Source: an optimization exercise on an open RTL-to-GDS flow (aim: small area). Production flows keep margins and buffers that such runs may drop. Function was checked by simulation only, so behaviour that the tests miss may differ from the original. Power is estimated from default activity; no workload was simulated.

Setup of run 1:
==> module job_distributor, before the edit <==
module job_distributor (
    input  logic             clk,
    input  logic             rst_n,
    input  logic [4*16-1:0]  fthread_config,
    input  logic             fthread_config_valid,
    input  logic [4*16-1:0]  job_config,
    input  logic             job_config_valid,
    input  logic [3:0]       job_queue_valid,
    input  logic [4*128-1:0] job_queue_data,
    output logic [3:0]       job_queue_ready,
    input  logic [57:0]      ws_base_addr,
    input  logic             ws_base_addr_valid,
    output logic [4*140-1:0] fthread_job,
    output logic [3:0]       fthread_job_valid,
    input  logic [3:0]       fthread_done
);
    localparam int A1 = 8;
    localparam int A2 = 16;
    localparam int A3 = 24;
    localparam int A4 = 28;
    logic [3:0][15:0] fthread_opcode;
    logic [3:0][15:0] job_opcode;
    logic [57:0]      base_q;
    always_ff @(posedge clk) begin
        if (fthread_config_valid) fthread_opcode <= fthread_config;
        if (job_config_valid)     job_opcode     <= job_config;
        if (ws_base_addr_valid)   base_q         <= ws_base_addr;
    end
    logic [1:0] phase;
    logic [3:0] q_oh;
    logic       q_inc;
    logic       take;
    logic [3:0] busy;
    logic [3:0] pick_q;
    assign take = (phase == 2'd0) && |(job_queue_valid & q_oh);
    assign q_inc = (phase == 2'd0) ? !take : (phase == 2'd3);
    always_ff @(posedge clk) begin
        if (!rst_n) begin
            phase <= 2'd0;
            q_oh  <= 4'b0001;
        end else begin
            if (phase == 2'd0) begin
                if (take) phase <= 2'd1;
            end else begin
                phase <= phase + 2'd1;
            end
            if (q_inc) begin
                q_oh <= {q_oh[2:0], q_oh[3]};
            end
        end
    end
    logic [3:0]  avail;
    logic [3:0]  pick;
    logic [15:0] type_opcode;
    always_comb begin
        type_opcode = '0;
        for (int t = 0; t < 4; t++) begin
            type_opcode |= job_opcode[t] & {16{q_oh[t]}};
        end
    end
    always_comb begin
        for (int f = 0; f < 4; f++) begin
            avail[f] = (type_opcode == fthread_opcode[f]) && !busy[f];
        end
    end
    assign pick = avail & (~avail + 4'd1);
    always_ff @(posedge clk) begin
        if (phase == 2'd1) pick_q <= pick;
    end
    logic [3:0] job_set;
    assign job_set = (phase == 2'd2) ? pick_q : 4'd0;
    always_ff @(posedge clk) begin
        if (!rst_n) begin
            busy <= 4'd0;
        end else begin
            busy <= job_set | (busy & ~fthread_done);
        end
    end
    assign job_queue_ready = q_oh & {4{(phase == 2'd2) && (|pick_q)}};
    assign fthread_job_valid = (phase == 2'd3) ? pick_q : 4'd0;
    logic [127:0] sel_word;
    always_comb begin
        sel_word = '0;
        for (int k = 0; k < 4; k++) begin
            sel_word |= job_queue_data[k*128 +: 128] & {128{q_oh[k]}};
        end
    end
    logic [31:0] rd_ofs, wr_ofs;
    assign rd_ofs = sel_word[63:32];
    assign wr_ofs = sel_word[95:64];
    logic [7:0]  cmd_q;
    logic [15:0] param_q;
    always_ff @(posedge clk) begin
        cmd_q   <= sel_word[7:0];
        param_q <= sel_word[23:8];
    end
    logic [31:0] rd_lo, wr_lo;
    logic        rd_cout, wr_cout;
    addr_lo #(.A1(A1), .A2(A2), .A3(A3), .A4(A4)) rd_lo_inst (
        .clk, .base(base_q[31:0]), .ofs(rd_ofs), .sum(rd_lo), .cout(rd_cout)
    );
    addr_lo #(.A1(A1), .A2(A2), .A3(A3), .A4(A4)) wr_lo_inst (
        .clk, .base(base_q[31:0]), .ofs(wr_ofs), .sum(wr_lo), .cout(wr_cout)
    );
    logic [25:0] ones;
    logic [25:0] rd_hi, wr_hi;
    assign ones[0] = 1'b1;
    for (genvar k = 1; k < 26; k++) begin : g_ones
        assign ones[k] = ones[k-1] & base_q[32+k-1];
    end
    assign rd_hi = base_q[57:32] ^ (ones & {26{rd_cout}});
    assign wr_hi = base_q[57:32] ^ (ones & {26{wr_cout}});
    logic [139:0] job_line;
    assign job_line = {cmd_q, rd_hi, rd_lo, wr_hi, wr_lo, param_q};
    assign fthread_job = {4{job_line}};
endmodule
==> flow/config.mk <==
export PLATFORM = sky130hd
export DESIGN_NAME = job_distributor
export DESIGN_NICKNAME = job_distributor
export VERILOG_FILES = /design/flow/design.v
export SDC_FILE = /design/flow/constraint.sdc
export NUM_CORES = 4
export LEC_CHECK = 0
export CAP_MARGIN = 20
export CORE_AREA = 5 5 185 185
export DIE_AREA = 0 0 190 190
export SLEW_MARGIN = 20
==> flow/constraint.sdc <==
create_clock -name core_clock -period 5.0 [get_ports {clk}]
set_input_delay 1.0000 -clock core_clock [delete_from_list [all_inputs] [get_ports {clk}]]
set_output_delay 1.0000 -clock core_clock [all_outputs]
set_load 0.01 [all_outputs]
standard.sh (not shown) runs the stock make flow with config.mk's settings and CLKGATE_MAP_FILE= SYNTH_SCRIPT=/design/flow/synth_recipe.tcl, a recipe that flattens the netlist after the stock synthesis.
==> flow/flow/run.sh <==
#!/bin/bash
# The standard ORFS layout (standard.sh, standard synthesis unchanged)
# with these layout choices:
#  - every port still gets its own buffer, but the smallest one (buf_1);
#  - pins may sit one routing track apart, so a small die fits all ports;
set -euo pipefail
export BUFFER_PORTS_ARGS="-buffer_cell sky130_fd_sc_hd__buf_1"
export PLACE_PINS_ARGS="-min_distance 1 -min_distance_in_tracks"
export CTS_ARGS="-sink_clustering_enable -repair_clock_nets -dont_use_dummy_load -buf_list sky130_fd_sc_hd__clkbuf_4 -sink_clustering_size 8 -sink_clustering_max_diameter 40"
bash standard.sh > standard.log 2>&1
#### Input delta (run 2 over run 1)
--- a/flow/design.v
+++ b/flow/design.v
@@ -77,13 +77,12 @@
     output logic [4*140-1:0] fthread_job,
     output logic [3:0]       fthread_job_valid,
     input  logic [3:0]       fthread_done
 );
     localparam int A1 = 8;
-    localparam int A2 = 16;
-    localparam int A3 = 24;
-    localparam int A4 = 28;
+    localparam int A2 = 15;
+    localparam int A3 = 22;
     logic [3:0][15:0] fthread_opcode;
     logic [3:0][15:0] job_opcode;
     logic [57:0]      base_q;
     always_ff @(posedge clk) begin
         if (fthread_config_valid) fthread_opcode <= fthread_config;
@@ -158,14 +157,14 @@
         cmd_q   <= sel_word[7:0];
         param_q <= sel_word[23:8];
     end
     logic [31:0] rd_lo, wr_lo;
     logic        rd_cout, wr_cout;
-    addr_lo #(.A1(A1), .A2(A2), .A3(A3), .A4(A4)) rd_lo_inst (
+    addr_lo #(.A1(A1), .A2(A2), .A3(A3)) rd_lo_inst (
         .clk, .base(base_q[31:0]), .ofs(rd_ofs), .sum(rd_lo), .cout(rd_cout)
     );
-    addr_lo #(.A1(A1), .A2(A2), .A3(A3), .A4(A4)) wr_lo_inst (
+    addr_lo #(.A1(A1), .A2(A2), .A3(A3)) wr_lo_inst (
         .clk, .base(base_q[31:0]), .ofs(wr_ofs), .sum(wr_lo), .cout(wr_cout)
     );
     logic [25:0] ones;
     logic [25:0] rd_hi, wr_hi;
     assign ones[0] = 1'b1;
Notes after the runs:
Max internal power of the cells across run 1 and run 2: run 1. Run 2 does worse than run 1 on design area. Higher via count of the first global-routing pass was reported by run 2, not run 1. Run 2 completed; timing, DRC and antenna clean. Looking at synthesized instance count, run 2 sits 5 above run 1. Run 1 reports its slowest cell on the critical path as sky130_fd_sc_hd__dfxtp_4 while run 2 reports sky130_fd_sc_hd__xor2_1. Going from run 1 to run 2, multiplexer area fraction after synthesis did not really move; final cell count has increased; total power held.

[static timing again, ports no longer ideal]
The flow's constraints put no driver on any port. The routed layouts listed below were extracted and timed again, unchanged, in two steps. Step 1, drivers: a clkbuf_16 drives clk and a buf_2 each remaining input, both assumed. Step 2 times the ports against the registers' clock, not the clock port: input delays grow and output delays shrink by t, the midpoint of the rising clock arrivals with the driver on. Slacks: ideal / step 1 / step 2; pairs: ideal / step 1.
| run | shift t [ns] | slack for setup (ns) | hold WS [ns] | worst data-port slew with drivers (ns) | pins driven straight from the clock port |
|---|---|---|---|---|---|
| run 1 | 0.694 | 0.578 / 0.559 / 0.121 | 0.477 / 0.462 / 0.481 | 0.14 | 1 |
| run 2 | 0.681 | 0.786 / 0.742 / 0.400 | 0.473 / 0.462 / 0.488 | 0.17 | 1 |
After both steps setup and hold are still met in every run listed. For run 1, which loses most, drivers alone change the setup slack by -0.019 ns; drivers and shift together by -0.457 ns.
